This is an optimization exercise on Yosys and OpenROAD, whose aim is small area, a short achievable clock period and few clock cycles per item, not a production implementation.
Function was checked by simulation only, so behaviour that the tests miss may differ from the original.
Power is estimated from default activity; no workload was simulated.

== main ==
==> flow/design.v <==
`default_nettype none
package scs_pkg;
  localparam int KEY_W          = 32;
  localparam int VAL_W          = 32;
  localparam int CFG_W          = 5;
  localparam int MIN_CAPACITY   = 2;
  localparam int RESET_CAPACITY = 16;
  localparam logic [1:0] OP_GET = 2'd0;
  localparam logic [1:0] OP_PUT = 2'd1;
  localparam logic [1:0] OP_DEL = 2'd2;
  localparam logic [1:0] OP_REF = 2'd3;
endpackage
`default_nettype wire
`default_nettype none
module second_chance_cache_set_top #(
  parameter int MAX_ENTRIES = 16
) (
  input  wire logic              clk_i,
  input  wire logic              rst_ni,
  input  wire logic              cfg_we_i,
  input  wire logic [scs_pkg::CFG_W-1:0]  cfg_wdata_i,
  input  wire logic              s_axis_tvalid,
  output logic                   s_axis_tready,
  input  wire logic [63:0]       s_axis_tdata,
  input  wire logic [1:0]        s_axis_tuser,
  output logic                   m_axis_tvalid,
  input  wire logic              m_axis_tready,
  output logic [39:0]            m_axis_tdata,
  output logic [0:0]             m_axis_tuser
);
  localparam int N         = MAX_ENTRIES;
  localparam int P         = MAX_ENTRIES + 1;    
  localparam int KW        = scs_pkg::KEY_W;
  localparam int VW        = scs_pkg::VAL_W;
  localparam int CNT_W     = $clog2(N + 1);
  localparam int CAP_RESET = (scs_pkg::RESET_CAPACITY > N) ? N : scs_pkg::RESET_CAPACITY;
  localparam int RES_W     = VW + 2;   
  logic          req_v_q;
  logic [1:0]    req_op_q;
  logic [KW-1:0] req_key_q;
  logic [VW-1:0] req_val_q;
  logic [P-1:0]  eq_q;      
  logic          eqp_q;     
  logic [P-1:0]  new_q;     
  logic          new_any_q;
  logic [P*KW-1:0] keys_q;
  logic [P*VW-1:0] vals_q;
  logic [P-1:0]    valid_q;
  logic [P-1:0]    ref_q;
  logic [P-1:0]    spare_q;    
  logic [P*P-1:0]  bef_q;      
  logic [CNT_W-1:0] count_q;
  logic [CNT_W-1:0] cap_q;
  logic             full_q;     
  logic             s_busy_q;    
  logic             m_v_q, sk_v_q;
  logic [RES_W-1:0] m_q, sk_q;
  logic exec, take;
  assign exec          = req_v_q & ~sk_v_q;
  assign take          = ~s_busy_q;           
  assign s_axis_tready = ~s_busy_q;
  assign m_axis_tvalid = m_v_q;
  assign m_axis_tdata  = {7'b0, m_q[VW:0]};
  assign m_axis_tuser  = m_q[VW+1];
  logic [P-1:0] ahead [P];
  always_comb begin
    for (int s = 0; s < P; s++) begin
      for (int j = 0; j < P; j++) begin
        if (j < s)       ahead[s][j] = bef_q[j*P+s];
        else if (j > s)  ahead[s][j] = ~bef_q[s*P+j];
        else             ahead[s][j] = 1'b0;
      end
    end
  end
  logic [P-1:0] hit, cand, pred_c, pred_v, victim_c, head, victim, free_next;
  logic         hit_any, any_cand, full;
  logic [VW-1:0] rd_val;
  logic          rd_ref;
  always_comb begin
    for (int s = 0; s < P; s++) begin
      hit[s] = (valid_q[s] & ~new_q[s] & eq_q[s]) | (new_q[s] & eqp_q);
    end
    hit_any  = |(valid_q & ~new_q & eq_q) | (eqp_q & new_any_q);
    cand     = valid_q & ~ref_q;
    any_cand = |cand;
    for (int s = 0; s < P; s++) begin
      pred_c[s]   = |(cand & ahead[s]);
      pred_v[s]   = |(valid_q & ahead[s]);
      victim_c[s] = cand[s] & ~pred_c[s];
      head[s]     = valid_q[s] & ~pred_v[s];
    end
    victim = any_cand ? victim_c : head;
    for (int s = 0; s < P; s++) begin
      free_next[s] = ~(valid_q[s] | spare_q[s]);
      for (int j = 0; j < s; j++) free_next[s] = free_next[s] & (valid_q[j] | spare_q[j]);
    end
    full = full_q;
    rd_val = '0;
    rd_ref = 1'b0;
    for (int s = 0; s < P; s++) begin
      rd_val = rd_val | (vals_q[s*VW +: VW] & {VW{hit[s]}});
      rd_ref = rd_ref | (ref_q[s] & hit[s]);
    end
  end
  logic is_get, is_put, is_del, is_ref;
  assign is_get = (req_op_q == scs_pkg::OP_GET);
  assign is_put = (req_op_q == scs_pkg::OP_PUT);
  assign is_del = (req_op_q == scs_pkg::OP_DEL);
  assign is_ref = (req_op_q == scs_pkg::OP_REF);
  logic put_miss, put_hit, evict, rot_en, del_hit;
  logic [P-1:0] ins, wr_val, set_ref, clr_ref, rot, kill;
  always_comb begin
    put_miss = exec & is_put & ~hit_any;
    put_hit  = exec & is_put;
    evict    = put_miss & full;
    rot_en   = evict & any_cand;
    del_hit  = exec & is_del & hit_any;
    ins      = {P{put_miss}} & spare_q;
    wr_val   = spare_q | ({P{put_hit}} & hit);
    set_ref  = {P{exec & (is_get | is_put)}} & hit;
    clr_ref  = {P{evict}} & ref_q & ~pred_c;
    rot      = {P{rot_en}} & valid_q & ref_q & ~pred_c;
    kill     = ({P{exec & is_del}} & hit) | ({P{evict}} & victim);
  end
  logic [RES_W-1:0] res;
  assign res = {~hit_any & ~is_put, is_ref & rd_ref, is_get ? rd_val : {VW{1'b0}}};
  logic [KW-1:0] in_key;
  logic [P-1:0]  eq_d;
  logic          eqp_d;
  assign in_key = s_axis_tdata[KW-1:0];
  assign eqp_d  = (in_key == req_key_q);
  always_comb begin
    for (int s = 0; s < P; s++) eq_d[s] = (keys_q[s*KW +: KW] == in_key);
  end
  always_ff @(posedge clk_i) begin
    for (int s = 0; s < P; s++) begin
      if (spare_q[s]) keys_q[s*KW +: KW] <= req_key_q;
      if (wr_val[s])  vals_q[s*VW +: VW] <= req_val_q;
      if (ins[s])          ref_q[s] <= 1'b0;
      else if (clr_ref[s]) ref_q[s] <= 1'b0;
      else if (set_ref[s]) ref_q[s] <= 1'b1;
    end
    for (int i = 0; i < P; i++) begin
      for (int j = 0; j < P; j++) begin
        if (j <= i) begin
        end else if (ins[i])           bef_q[i*P+j] <= 1'b0;
        else if (ins[j])               bef_q[i*P+j] <= 1'b1;
        else if (rot[i] & ~rot[j])     bef_q[i*P+j] <= 1'b0;
        else if (rot[j] & ~rot[i])     bef_q[i*P+j] <= 1'b1;
      end
    end
    if (take) begin
      req_op_q  <= s_axis_tuser;
      req_key_q <= s_axis_tdata[31:0];
      req_val_q <= s_axis_tdata[63:32];
      eq_q      <= eq_d;
      eqp_q     <= eqp_d;
    end
    if (sk_v_q) begin
      if (m_axis_tready) m_q <= sk_q;
    end else if (exec) begin
      if (~m_v_q | m_axis_tready) m_q <= res;
      else                        sk_q <= res;
    end
  end
  logic req_v_d, sk_v_d;
  logic [CNT_W-1:0] count_d, cap_d, count_inc, count_dec;
  assign count_inc = count_q + 1'b1;
  assign count_dec = count_q - 1'b1;
  always_comb begin
    if (put_miss & ~full) count_d = count_inc;
    else if (del_hit)     count_d = count_dec;
    else                  count_d = count_q;
    cap_d = cap_q;
    if (cfg_we_i && (cfg_wdata_i >= scs_pkg::CFG_W'(scs_pkg::MIN_CAPACITY))) begin
      if (32'(cfg_wdata_i) > 32'(N)) cap_d = CNT_W'(N);
      else                           cap_d = CNT_W'(cfg_wdata_i);
    end
  end
  always_comb begin
    if (take) req_v_d = s_axis_tvalid;
    else      req_v_d = req_v_q;           
    sk_v_d = sk_v_q;
    if (sk_v_q) begin
      if (m_axis_tready) sk_v_d = 1'b0;
    end else if (exec) begin
      if (m_v_q & ~m_axis_tready) sk_v_d = 1'b1;
    end
  end
  always_ff @(posedge clk_i or negedge rst_ni) begin
    if (!rst_ni) begin
      req_v_q   <= 1'b0;
      s_busy_q  <= 1'b0;
      new_q     <= '0;
      new_any_q <= 1'b0;
      valid_q   <= '0;
      spare_q   <= P'(1);
      count_q   <= '0;
      cap_q     <= CNT_W'(CAP_RESET);
      full_q    <= 1'b0;
      m_v_q     <= 1'b0;
      sk_v_q    <= 1'b0;
    end else begin
      req_v_q   <= req_v_d;
      sk_v_q    <= sk_v_d;
      s_busy_q  <= req_v_d & sk_v_d;
      if (take) new_q <= ins;
      if (take) new_any_q <= put_miss;
      valid_q <= (valid_q & ~kill) | ins;
      if (put_miss) spare_q <= full ? victim : free_next;
      count_q <= count_d;
      cap_q   <= cap_d;
      full_q  <= (count_d >= cap_d);
      if (sk_v_q) begin
      end else if (exec) begin
        m_v_q <= 1'b1;
      end else if (m_axis_tready) begin
        m_v_q <= 1'b0;
      end
    end
  end
endmodule
`default_nettype wire
Settings: LEC_CHECK=0, CAP_MARGIN=20, CORE_MARGIN=2, CORE_UTILIZATION=40, CTS_CLUSTER_DIAMETER=100, CTS_CLUSTER_SIZE=22, SETUP_SLACK_MARGIN=3.3, SLEW_MARGIN=20; clock period 6.0 ns.
run.sh (not shown) runs the stock make flow with config.mk's settings and CLKGATE_MAP_FILE= SYNTH_SCRIPT=/design/flow/synth_recipe.tcl, a recipe that flattens the netlist after the stock synthesis.
main ran to completion and came out clean on the timing, design-rule and antenna checks.
Testbench counts of main, summed over its fixed seeds: cycles 20,016, requests 20,000.
diff inputs: main => the feature branch
diff --git a/flow/design.v b/flow/design.v
--- a/flow/design.v
+++ b/flow/design.v
@@ -52,13 +52,13 @@
   logic [CNT_W-1:0] count_q;
   logic [CNT_W-1:0] cap_q;
   logic             full_q;     
-  logic             s_busy_q;    
+  logic             s_ready_q;   
   logic             m_v_q, sk_v_q;
   logic [RES_W-1:0] m_q, sk_q;
   logic exec, take;
   assign exec          = req_v_q & ~sk_v_q;
-  assign take          = ~s_busy_q;           
-  assign s_axis_tready = ~s_busy_q;
+  assign take          = s_ready_q;           
+  assign s_axis_tready = s_ready_q;
   assign m_axis_tvalid = m_v_q;
   assign m_axis_tdata  = {7'b0, m_q[VW:0]};
   assign m_axis_tuser  = m_q[VW+1];
@@ -190,7 +190,7 @@
   always_ff @(posedge clk_i or negedge rst_ni) begin
     if (!rst_ni) begin
       req_v_q   <= 1'b0;
-      s_busy_q  <= 1'b0;
+      s_ready_q <= 1'b0;
       new_q     <= '0;
       new_any_q <= 1'b0;
       valid_q   <= '0;
@@ -203,7 +203,7 @@
     end else begin
       req_v_q   <= req_v_d;
       sk_v_q    <= sk_v_d;
-      s_busy_q  <= req_v_d & sk_v_d;
+      s_ready_q <= ~req_v_d | ~sk_v_d;
       if (take) new_q <= ins;
       if (take) new_any_q <= put_miss;
       valid_q <= (valid_q & ~kill) | ins;
==> results.txt <==
Multi-input gate count went up slightly going from main to the feature branch. Note that the length of routed met3 wiring recorded for main amounts to 1.3 times the value seen in the feature branch. Going from main to the feature branch, fraction of the cycle the final worst path needs rose 1.4 points; total stage count of the critical path lost 3. Comparing main and the feature branch, the higher total power is on main. Diff main and the feature branch: sequential share of power higher in the feature branch.
Testbench counts of the feature branch, summed over its fixed seeds: cycles 20,016, requests 20,000.

==> re-timing with driven ports <==
No port has a modelled driver above. Below, the same layouts with a new extraction and two added sets of constraints. Step 1, drivers: a clkbuf_16 drives clk_i and a buf_2 each remaining input, both assumed. Step 2, shift: input delay + t, output delay - t, t = (earliest + latest rising clock arrival at the registers) / 2. This alone moves slack from input paths to output paths. Slacks: ideal ports / drivers / drivers and shift; pairs: ideal ports / drivers.
run	t (ns)	setup slack, ns	hold WS [ns]	latest minus earliest clock arrival (ns)	worst data-port slew with drivers (ns)
main	0.821	3.049 / 3.049 / 2.472	0.254 / 0.232 / 0.481	0.078 / 0.078	0.13
the feature branch	0.814	2.963 / 2.963 / 2.576	0.243 / 0.186 / 0.485	0.082 / 0.082	0.06
After both steps setup and hold are still met in every run listed. For main, which loses most, drivers alone change the setup slack by 0.000 ns; drivers and shift together by -0.577 ns.
